This design comes from an exercise in tuning for small area on the open sky130 flow, not from production work.
In this exercise RTL edits were held to simulation tests only and were not proved equivalent to the original.
Power and IR drop assume default switching activity.

==> v24 <==
## inst_buffer
module inst_buffer #(
  parameter int DEPTH       = 16,
  parameter int FULL_MARGIN = 4
) (
  input  logic        clk,
  input  logic        rst,
  input  logic        flush,
  input  logic        data_ok1,
  input  logic        data_ok2,
  input  logic [31:0] rdata1,
  input  logic [31:0] rdata2,
  input  logic [31:0] raddr1,
  input  logic [31:0] raddr2,
  input  logic [34:0] predict_pkt1,
  input  logic [34:0] predict_pkt2,
  input  logic        dec_stall,
  output logic        instbuffer_full,
  output logic        issue_valid1,
  output logic        issue_valid2,
  output logic [31:0] issue_inst1,
  output logic [31:0] issue_inst2,
  output logic [31:0] issue_addr1,
  output logic [31:0] issue_addr2,
  output logic [34:0] issue_pkt1,
  output logic [34:0] issue_pkt2,
  output logic        overflow_err
);
==> module inst_buffer, before the edit <==
module inst_buffer #(
  parameter int DEPTH       = 16,
  parameter int FULL_MARGIN = 4
) (
  input  logic        clk,
  input  logic        rst,
  input  logic        flush,
  input  logic        data_ok1,
  input  logic        data_ok2,
  input  logic [31:0] rdata1,
  input  logic [31:0] rdata2,
  input  logic [31:0] raddr1,
  input  logic [31:0] raddr2,
  input  logic [34:0] predict_pkt1,
  input  logic [34:0] predict_pkt2,
  input  logic        dec_stall,
  output logic        instbuffer_full,
  output logic        issue_valid1,
  output logic        issue_valid2,
  output logic [31:0] issue_inst1,
  output logic [31:0] issue_inst2,
  output logic [31:0] issue_addr1,
  output logic [31:0] issue_addr2,
  output logic [34:0] issue_pkt1,
  output logic [34:0] issue_pkt2,
  output logic        overflow_err
);
  localparam int AW = $clog2(DEPTH);
  localparam int CW = AW + 1;
  localparam int HD = DEPTH / 2;
  localparam int W  = 99;
  logic [W-1:0]  bank_e [HD];
  logic [W-1:0]  bank_o [HD];
  logic [AW-1:0] rd_ptr_q, wr_ptr_q;
  logic [CW-1:0] count_q;
  logic          ovf_q;
  logic [1:0]    push_n, acc_n, pop_n;
  logic [CW-1:0] space;
  logic          drop, valid1, valid2, we1, we2;
  logic [AW-1:0] wr_ptr_p1, rd_ptr_p1;
  logic [W-1:0]  in1, in2, wd_e, wd_o;
  logic [HD-1:0] sel_e, sel_o, wen_e, wen_o;
  logic [W-1:0]  rd_e, rd_o, out1, out2;
  assign in1 = {predict_pkt1, raddr1, rdata1};
  assign in2 = {predict_pkt2, raddr2, rdata2};
  always_comb begin
    push_n    = {1'b0, data_ok1} + {1'b0, data_ok1 & data_ok2};
    space     = CW'(DEPTH) - count_q;
    drop      = {{(CW-2){1'b0}}, push_n} > space;
    acc_n     = drop ? space[1:0] : push_n;
    valid1    = (count_q != '0) & ~dec_stall;
    valid2    = (count_q >= CW'(2)) & ~dec_stall;
    pop_n     = {1'b0, valid1} + {1'b0, valid2};
    wr_ptr_p1 = wr_ptr_q + AW'(1);
    rd_ptr_p1 = rd_ptr_q + AW'(1);
    we1       = ~flush & (acc_n != 2'd0);
    we2       = ~flush & (acc_n == 2'd2);
  end
  always_ff @(posedge clk or negedge rst) begin
    if (!rst) begin
      rd_ptr_q <= '0;
      wr_ptr_q <= '0;
      count_q  <= '0;
      ovf_q    <= 1'b0;
    end else if (flush) begin
      rd_ptr_q <= '0;
      wr_ptr_q <= '0;
      count_q  <= '0;
      ovf_q    <= 1'b0;
    end else begin
      rd_ptr_q <= rd_ptr_q + AW'(pop_n);
      wr_ptr_q <= wr_ptr_q + AW'(acc_n);
      count_q  <= count_q + CW'(acc_n) - CW'(pop_n);
      ovf_q    <= ovf_q | drop;
    end
  end
  assign wd_e = wr_ptr_q[0] ? in2 : in1;
  assign wd_o = wr_ptr_q[0] ? in1 : in2;
  always_comb begin
    for (int j = 0; j < HD; j++) begin
      wen_e[j] = (we1 & (wr_ptr_q    == AW'(2*j))) | (we2 & (wr_ptr_p1 == AW'(2*j)));
      wen_o[j] = (we1 & (wr_ptr_q    == AW'(2*j+1))) | (we2 & (wr_ptr_p1 == AW'(2*j+1)));
    end
  end
  always_ff @(posedge clk) begin
    for (int j = 0; j < HD; j++) begin
      if (wen_e[j]) bank_e[j] <= wd_e;
      if (wen_o[j]) bank_o[j] <= wd_o;
    end
  end
  always_comb begin
    for (int j = 0; j < HD; j++) begin
      sel_e[j] = (rd_ptr_p1[AW-1:1] == (AW-1)'(j)) & rd_ptr_q[0] | (rd_ptr_q[AW-1:1] == (AW-1)'(j)) & ~rd_ptr_q[0];
      sel_o[j] = (rd_ptr_q[AW-1:1] == (AW-1)'(j));
    end
    rd_e = '0;
    rd_o = '0;
    for (int j = 0; j < HD; j++) begin
      rd_e = rd_e | ({W{sel_e[j]}} & bank_e[j]);
      rd_o = rd_o | ({W{sel_o[j]}} & bank_o[j]);
    end
    out1 = ({W{valid1 & ~rd_ptr_q[0]}} & rd_e) | ({W{valid1 &  rd_ptr_q[0]}} & rd_o);
    out2 = ({W{valid2 &  rd_ptr_q[0]}} & rd_e) | ({W{valid2 & ~rd_ptr_q[0]}} & rd_o);
  end
  assign issue_valid1    = valid1;
  assign issue_valid2    = valid2;
  assign issue_inst1     = out1[31:0];
  assign issue_addr1     = out1[63:32];
  assign issue_pkt1      = out1[98:64];
  assign issue_inst2     = out2[31:0];
  assign issue_addr2     = out2[63:32];
  assign issue_pkt2      = out2[98:64];
  assign instbuffer_full = (CW'(DEPTH) - count_q) < CW'(FULL_MARGIN);
  assign overflow_err    = ovf_q;
endmodule
clock: 6.0 ns
lec_check: 0
abc_area: 1
cap_margin: 20
core_margin: 2
core_utilization: 60
slew_margin: 20
run.sh (not shown) runs the stock make flow with config.mk's settings and CLKGATE_MAP_FILE= SYNTH_SCRIPT=/design/flow/synth_recipe.tcl, a recipe that flattens the netlist after the stock synthesis.
==> v33: changes against v24 <==
--- a/flow/design.v
+++ b/flow/design.v
@@ -38,9 +38,10 @@
   logic [CW-1:0] space;
   logic          drop, valid1, valid2, we1, we2;
   logic [AW-1:0] wr_ptr_p1, rd_ptr_p1;
-  logic [W-1:0]  in1, in2, wd_e, wd_o;
+  logic [W-1:0]  in1, in2, wdn_e, wdn_o;
   logic [HD-1:0] sel_e, sel_o, wen_e, wen_o;
   logic [W-1:0]  rd_e, rd_o, out1, out2;
+  logic          sel1_e, sel1_o, sel2_e, sel2_o;
   assign in1 = {predict_pkt1, raddr1, rdata1};
   assign in2 = {predict_pkt2, raddr2, rdata2};
   always_comb begin
@@ -74,8 +75,10 @@
       ovf_q    <= ovf_q | drop;
     end
   end
-  assign wd_e = wr_ptr_q[0] ? in2 : in1;
-  assign wd_o = wr_ptr_q[0] ? in1 : in2;
+  for (genvar b = 0; b < W; b++) begin : g_wmux
+    ib_mux2i u_we (.a(in1[b]), .b(in2[b]), .s(wr_ptr_q[0]), .y(wdn_e[b]));
+    ib_mux2i u_wo (.a(in2[b]), .b(in1[b]), .s(wr_ptr_q[0]), .y(wdn_o[b]));
+  end
   always_comb begin
     for (int j = 0; j < HD; j++) begin
       wen_e[j] = (we1 & (wr_ptr_q    == AW'(2*j))) | (we2 & (wr_ptr_p1 == AW'(2*j)));
@@ -84,23 +87,32 @@
   end
   always_ff @(posedge clk) begin
     for (int j = 0; j < HD; j++) begin
-      if (wen_e[j]) bank_e[j] <= wd_e;
-      if (wen_o[j]) bank_o[j] <= wd_o;
+      if (wen_e[j]) bank_e[j] <= wdn_e;
+      if (wen_o[j]) bank_o[j] <= wdn_o;
     end
   end
   always_comb begin
     for (int j = 0; j < HD; j++) begin
-      sel_e[j] = (rd_ptr_p1[AW-1:1] == (AW-1)'(j)) & rd_ptr_q[0] | (rd_ptr_q[AW-1:1] == (AW-1)'(j)) & ~rd_ptr_q[0];
-      sel_o[j] = (rd_ptr_q[AW-1:1] == (AW-1)'(j));
+      sel_e[j] = ~(rd_ptr_q[0] ? (rd_ptr_p1[AW-1:1] == (AW-1)'(j)) : (rd_ptr_q[AW-1:1] == (AW-1)'(j)));
+      sel_o[j] = ~(rd_ptr_q[AW-1:1] == (AW-1)'(j));
     end
-    rd_e = '0;
-    rd_o = '0;
-    for (int j = 0; j < HD; j++) begin
-      rd_e = rd_e | ({W{sel_e[j]}} & bank_e[j]);
-      rd_o = rd_o | ({W{sel_o[j]}} & bank_o[j]);
+    sel1_e = valid1 & ~rd_ptr_q[0];
+    sel1_o = valid1 &  rd_ptr_q[0];
+    sel2_e = valid2 &  rd_ptr_q[0];
+    sel2_o = valid2 & ~rd_ptr_q[0];
+  end
+  for (genvar b = 0; b < W; b++) begin : g_rd
+    logic [3:0] xe, xo;
+    for (genvar k = 0; k < HD / 2; k++) begin : g_pair
+      ib_oa22n u_e (.a1(sel_e[2*k]), .a2(bank_e[2*k][b]), .b1(sel_e[2*k+1]), .b2(bank_e[2*k+1][b]),
+                    .y(xe[k]));
+      ib_oa22n u_o (.a1(sel_o[2*k]), .a2(bank_o[2*k][b]), .b1(sel_o[2*k+1]), .b2(bank_o[2*k+1][b]),
+                    .y(xo[k]));
     end
-    out1 = ({W{valid1 & ~rd_ptr_q[0]}} & rd_e) | ({W{valid1 &  rd_ptr_q[0]}} & rd_o);
-    out2 = ({W{valid2 &  rd_ptr_q[0]}} & rd_e) | ({W{valid2 & ~rd_ptr_q[0]}} & rd_o);
+    ib_or4   u_e3 (.a(xe[0]), .b(xe[1]), .c(xe[2]), .d(xe[3]), .y(rd_e[b]));
+    ib_or4   u_o3 (.a(xo[0]), .b(xo[1]), .c(xo[2]), .d(xo[3]), .y(rd_o[b]));
+    ib_ao22  u_s1 (.a1(sel1_e), .a2(rd_e[b]), .b1(sel1_o), .b2(rd_o[b]), .y(out1[b]));
+    ib_ao22  u_s2 (.a1(sel2_e), .a2(rd_e[b]), .b1(sel2_o), .b2(rd_o[b]), .y(out2[b]));
   end
   assign issue_valid1    = valid1;
   assign issue_valid2    = valid2;
@@ -113,3 +125,15 @@
   assign instbuffer_full = (CW'(DEPTH) - count_q) < CW'(FULL_MARGIN);
   assign overflow_err    = ovf_q;
 endmodule
+module ib_mux2i (input logic a, b, s, output logic y);
+  assign y = ~(s ? b : a);
+endmodule
+module ib_or4 (input logic a, b, c, d, output logic y);
+  assign y = a | b | c | d;
+endmodule
+module ib_oa22n (input logic a1, a2, b1, b2, output logic y);
+  assign y = ~((a1 | a2) & (b1 | b2));
+endmodule
+module ib_ao22 (input logic a1, a2, b1, b2, output logic y);
+  assign y = (a1 & a2) | (b1 & b2);
+endmodule
==> flow/flow/run.sh (new file) <==
#!/bin/bash
# Standard layout, with each port buffered by the smallest buffer cell and
# clock tree synthesis without dummy loads.
set -euo pipefail
cd "$(dirname "$0")/.."
bash standard.sh \
  'BUFFER_PORTS_ARGS=-buffer_cell sky130_fd_sc_hd__buf_1' \
  'CTS_ARGS=-sink_clustering_enable -repair_clock_nets -sink_clustering_size 30 -sink_clustering_max_diameter 55 -buf_list sky130_fd_sc_hd__clkbuf_16 -dont_use_dummy_load' \
  finish > standard_flow.log 2>&1
==> flow/standard.sh (new file) <==
#!/bin/bash
# synth_recipe.tcl (not shown) runs the flow's synth.tcl, then flattens the netlist and writes it again
# the make line also repeats each setting of config.mk as NAME=value (left out here)
make -C /OpenROAD-flow-scripts/flow DESIGN_CONFIG=/design/flow/config.mk WORK_HOME=/design/flow/orfs CLKGATE_MAP_FILE= SYNTH_SCRIPT=/design/flow/synth_recipe.tcl "${@:-finish}"
Settings changed: ABC_AREA 1 to unset, CORE_UTILIZATION 60 to 70, PLACE_DENSITY set to 0.75, SYNTH_HIERARCHICAL set to 1, SYNTH_MINIMUM_KEEP_SIZE set to 0.
removed: flow/run.sh
==> v30: changes against v24 <==
--- a/flow/design.v
+++ b/flow/design.v
@@ -34,13 +34,15 @@
   logic [AW-1:0] rd_ptr_q, wr_ptr_q;
   logic [CW-1:0] count_q;
   logic          ovf_q;
+  assign wr_ptr_q = rd_ptr_q + count_q[AW-1:0];
   logic [1:0]    push_n, acc_n, pop_n;
   logic [CW-1:0] space;
   logic          drop, valid1, valid2, we1, we2;
   logic [AW-1:0] wr_ptr_p1, rd_ptr_p1;
-  logic [W-1:0]  in1, in2, wd_e, wd_o;
+  logic [W-1:0]  in1, in2, wdn_e, wdn_o;
   logic [HD-1:0] sel_e, sel_o, wen_e, wen_o;
   logic [W-1:0]  rd_e, rd_o, out1, out2;
+  logic          sel1_e, sel1_o, sel2_e, sel2_o;
   assign in1 = {predict_pkt1, raddr1, rdata1};
   assign in2 = {predict_pkt2, raddr2, rdata2};
   always_comb begin
@@ -59,48 +61,62 @@
   always_ff @(posedge clk or negedge rst) begin
     if (!rst) begin
       rd_ptr_q <= '0;
-      wr_ptr_q <= '0;
       count_q  <= '0;
       ovf_q    <= 1'b0;
     end else if (flush) begin
       rd_ptr_q <= '0;
-      wr_ptr_q <= '0;
       count_q  <= '0;
       ovf_q    <= 1'b0;
     end else begin
       rd_ptr_q <= rd_ptr_q + AW'(pop_n);
-      wr_ptr_q <= wr_ptr_q + AW'(acc_n);
       count_q  <= count_q + CW'(acc_n) - CW'(pop_n);
       ovf_q    <= ovf_q | drop;
     end
   end
-  assign wd_e = wr_ptr_q[0] ? in2 : in1;
-  assign wd_o = wr_ptr_q[0] ? in1 : in2;
+  for (genvar b = 0; b < W; b++) begin : g_wmux
+    ib_mux2i u_we (.a(in1[b]), .b(in2[b]), .s(wr_ptr_q[0]), .y(wdn_e[b]));
+    ib_mux2i u_wo (.a(in2[b]), .b(in1[b]), .s(wr_ptr_q[0]), .y(wdn_o[b]));
+  end
+  logic [AW-2:0] wrow_e, wrow_o;
+  logic          wbe, wbo;
   always_comb begin
+    wrow_o = wr_ptr_q[AW-1:1];
+    wrow_e = wr_ptr_p1[AW-1:1];
+    wbe    = wr_ptr_q[0] ? we2 : we1;
+    wbo    = wr_ptr_q[0] ? we1 : we2;
     for (int j = 0; j < HD; j++) begin
-      wen_e[j] = (we1 & (wr_ptr_q    == AW'(2*j))) | (we2 & (wr_ptr_p1 == AW'(2*j)));
-      wen_o[j] = (we1 & (wr_ptr_q    == AW'(2*j+1))) | (we2 & (wr_ptr_p1 == AW'(2*j+1)));
+      wen_e[j] = wbe & (wrow_e == (AW-1)'(j));
+      wen_o[j] = wbo & (wrow_o == (AW-1)'(j));
     end
   end
   always_ff @(posedge clk) begin
     for (int j = 0; j < HD; j++) begin
-      if (wen_e[j]) bank_e[j] <= wd_e;
-      if (wen_o[j]) bank_o[j] <= wd_o;
+      if (wen_e[j]) bank_e[j] <= wdn_e;
+      if (wen_o[j]) bank_o[j] <= wdn_o;
     end
   end
   always_comb begin
     for (int j = 0; j < HD; j++) begin
-      sel_e[j] = (rd_ptr_p1[AW-1:1] == (AW-1)'(j)) & rd_ptr_q[0] | (rd_ptr_q[AW-1:1] == (AW-1)'(j)) & ~rd_ptr_q[0];
-      sel_o[j] = (rd_ptr_q[AW-1:1] == (AW-1)'(j));
+      sel_e[j] = ~(rd_ptr_q[0] ? (rd_ptr_p1[AW-1:1] == (AW-1)'(j)) : (rd_ptr_q[AW-1:1] == (AW-1)'(j)));
+      sel_o[j] = ~(rd_ptr_q[AW-1:1] == (AW-1)'(j));
     end
-    rd_e = '0;
-    rd_o = '0;
-    for (int j = 0; j < HD; j++) begin
-      rd_e = rd_e | ({W{sel_e[j]}} & bank_e[j]);
-      rd_o = rd_o | ({W{sel_o[j]}} & bank_o[j]);
+    sel1_e = valid1 & ~rd_ptr_q[0];
+    sel1_o = valid1 &  rd_ptr_q[0];
+    sel2_e = valid2 &  rd_ptr_q[0];
+    sel2_o = valid2 & ~rd_ptr_q[0];
+  end
+  for (genvar b = 0; b < W; b++) begin : g_rd
+    logic [3:0] xe, xo;
+    for (genvar k = 0; k < HD / 2; k++) begin : g_pair
+      ib_oa22n u_e (.a1(sel_e[2*k]), .a2(bank_e[2*k][b]), .b1(sel_e[2*k+1]), .b2(bank_e[2*k+1][b]),
+                    .y(xe[k]));
+      ib_oa22n u_o (.a1(sel_o[2*k]), .a2(bank_o[2*k][b]), .b1(sel_o[2*k+1]), .b2(bank_o[2*k+1][b]),
+                    .y(xo[k]));
     end
-    out1 = ({W{valid1 & ~rd_ptr_q[0]}} & rd_e) | ({W{valid1 &  rd_ptr_q[0]}} & rd_o);
-    out2 = ({W{valid2 &  rd_ptr_q[0]}} & rd_e) | ({W{valid2 & ~rd_ptr_q[0]}} & rd_o);
+    ib_or4   u_e3 (.a(xe[0]), .b(xe[1]), .c(xe[2]), .d(xe[3]), .y(rd_e[b]));
+    ib_or4   u_o3 (.a(xo[0]), .b(xo[1]), .c(xo[2]), .d(xo[3]), .y(rd_o[b]));
+    ib_ao22  u_s1 (.a1(sel1_e), .a2(rd_e[b]), .b1(sel1_o), .b2(rd_o[b]), .y(out1[b]));
+    ib_ao22  u_s2 (.a1(sel2_e), .a2(rd_e[b]), .b1(sel2_o), .b2(rd_o[b]), .y(out2[b]));
   end
   assign issue_valid1    = valid1;
   assign issue_valid2    = valid2;
@@ -113,3 +129,15 @@
   assign instbuffer_full = (CW'(DEPTH) - count_q) < CW'(FULL_MARGIN);
   assign overflow_err    = ovf_q;
 endmodule
+module ib_mux2i (input logic a, b, s, output logic y);
+  assign y = ~(s ? b : a);
+endmodule
+module ib_or4 (input logic a, b, c, d, output logic y);
+  assign y = a | b | c | d;
+endmodule
+module ib_oa22n (input logic a1, a2, b1, b2, output logic y);
+  assign y = ~((a1 | a2) & (b1 | b2));
+endmodule
+module ib_ao22 (input logic a1, a2, b1, b2, output logic y);
+  assign y = (a1 & a2) | (b1 & b2);
+endmodule
==> flow/flow/run.sh (new file) <==
#!/bin/bash
# Standard layout, with each port buffered by the smallest buffer cell and
# clock tree synthesis without dummy loads.
set -euo pipefail
cd "$(dirname "$0")/.."
bash standard.sh \
  'BUFFER_PORTS_ARGS=-buffer_cell sky130_fd_sc_hd__buf_1' \
  'CTS_ARGS=-sink_clustering_enable -repair_clock_nets -sink_clustering_size 20 -sink_clustering_max_diameter 55 -buf_list sky130_fd_sc_hd__clkbuf_8 -dont_use_dummy_load' \
  finish > standard_flow.log 2>&1
==> flow/standard.sh (new file) <==
#!/bin/bash
# synth_recipe.tcl (not shown) runs the flow's synth.tcl, then flattens the netlist and writes it again
# the make line also repeats each setting of config.mk as NAME=value (left out here)
make -C /OpenROAD-flow-scripts/flow DESIGN_CONFIG=/design/flow/config.mk WORK_HOME=/design/flow/orfs CLKGATE_MAP_FILE= SYNTH_SCRIPT=/design/flow/synth_recipe.tcl "${@:-finish}"
Settings changed: ABC_AREA 1 to unset, CORE_UTILIZATION 60 to 80, PLACE_DENSITY set to 0.85, SYNTH_HIERARCHICAL set to 1, SYNTH_MINIMUM_KEEP_SIZE set to 0.
removed: flow/run.sh
==> key figures <==
Logic synthesis
  • Seq/Total Area, Yosys: 0.737
  • Syn Inst Count: 5691
  • Mux contribution to synthesized area: 0

Power and ir drop
  • Sw Share: 0.351

Place
  • GP Congestion: 0.911

Global route
  • Global Route met2 Usage: 0.541

Run status
  • Status: no timing/DRC/antenna violations
Source of the figures above: v24

==> key figures <==
Run status
  • Status: no timing/DRC/antenna violations

Logic synthesis
  • Syn Inst Count: 3175
  • Mux contribution to synthesized area: 0.0342
  • Seq/Total Area, Yosys: 0.806

Final layout
  • Most common cell after layout, fill and taps aside: edfxtp_1

Power and ir drop
  • Sw Share: 0.353
  • Power share of the combinational group: 0.345

Place
  • DPL Wire Length: 90800 microns
  • GP Congestion: 0.801

Global route
  • Global Route met2 Usage: 0.673

Timing
  • Relative slew slack: 0.217
Source of the figures above: v30

==> key figures <==
Run status
  • Status: no timing/DRC/antenna violations

Logic synthesis
  • Syn Inst Count: 3176
  • Area contributors post-synth: edfxtp_1 80%, o22ai_1 8.4%, mux2i_1 3.4%, a22o_1 2.9%, or4_1 2.5%
  • Mux contribution to synthesized area: 0.0344
  • Seq/Total Area, Yosys: 0.807

Power and ir drop
  • Sw Share: 0.317

Place
  • GP Congestion: 0.843

Global route
  • Global Route met2 Usage: 0.597
Source of the figures above: v33

port drivers added, routing unchanged:
Ports are ideal in the flow. The routed layouts listed here were re-timed in OpenROAD.
Step 1 (the two cells are an assumption about what drives the block):
set clk [get_ports {clk}]
set_driving_cell -lib_cell sky130_fd_sc_hd__clkbuf_16 $clk
set_driving_cell -lib_cell sky130_fd_sc_hd__buf_2 [delete_from_list [all_inputs] $clk]
Step 2 adds t to the input delays and takes it off the output delays; t is the mean of the earliest and latest rising clock arrival at the registers after step 1. Input paths then give back, and output paths get back, about the clock's delay inside the block.
a / b / c = ideal ports / drivers / drivers and shift; a / b = the first two.
run	t, ns	slack for setup (ns)	clock arrival spread, ns
v24	0.824	0.595 / 0.519 / 0.945	0.036 / 0.036
v33	0.736	0.268 / 0.194 / 0.930	0.091 / 0.091
v30	0.797	0.279 / 0.207 / 1.004	0.103 / 0.103
After both steps every run listed still meets setup and hold.
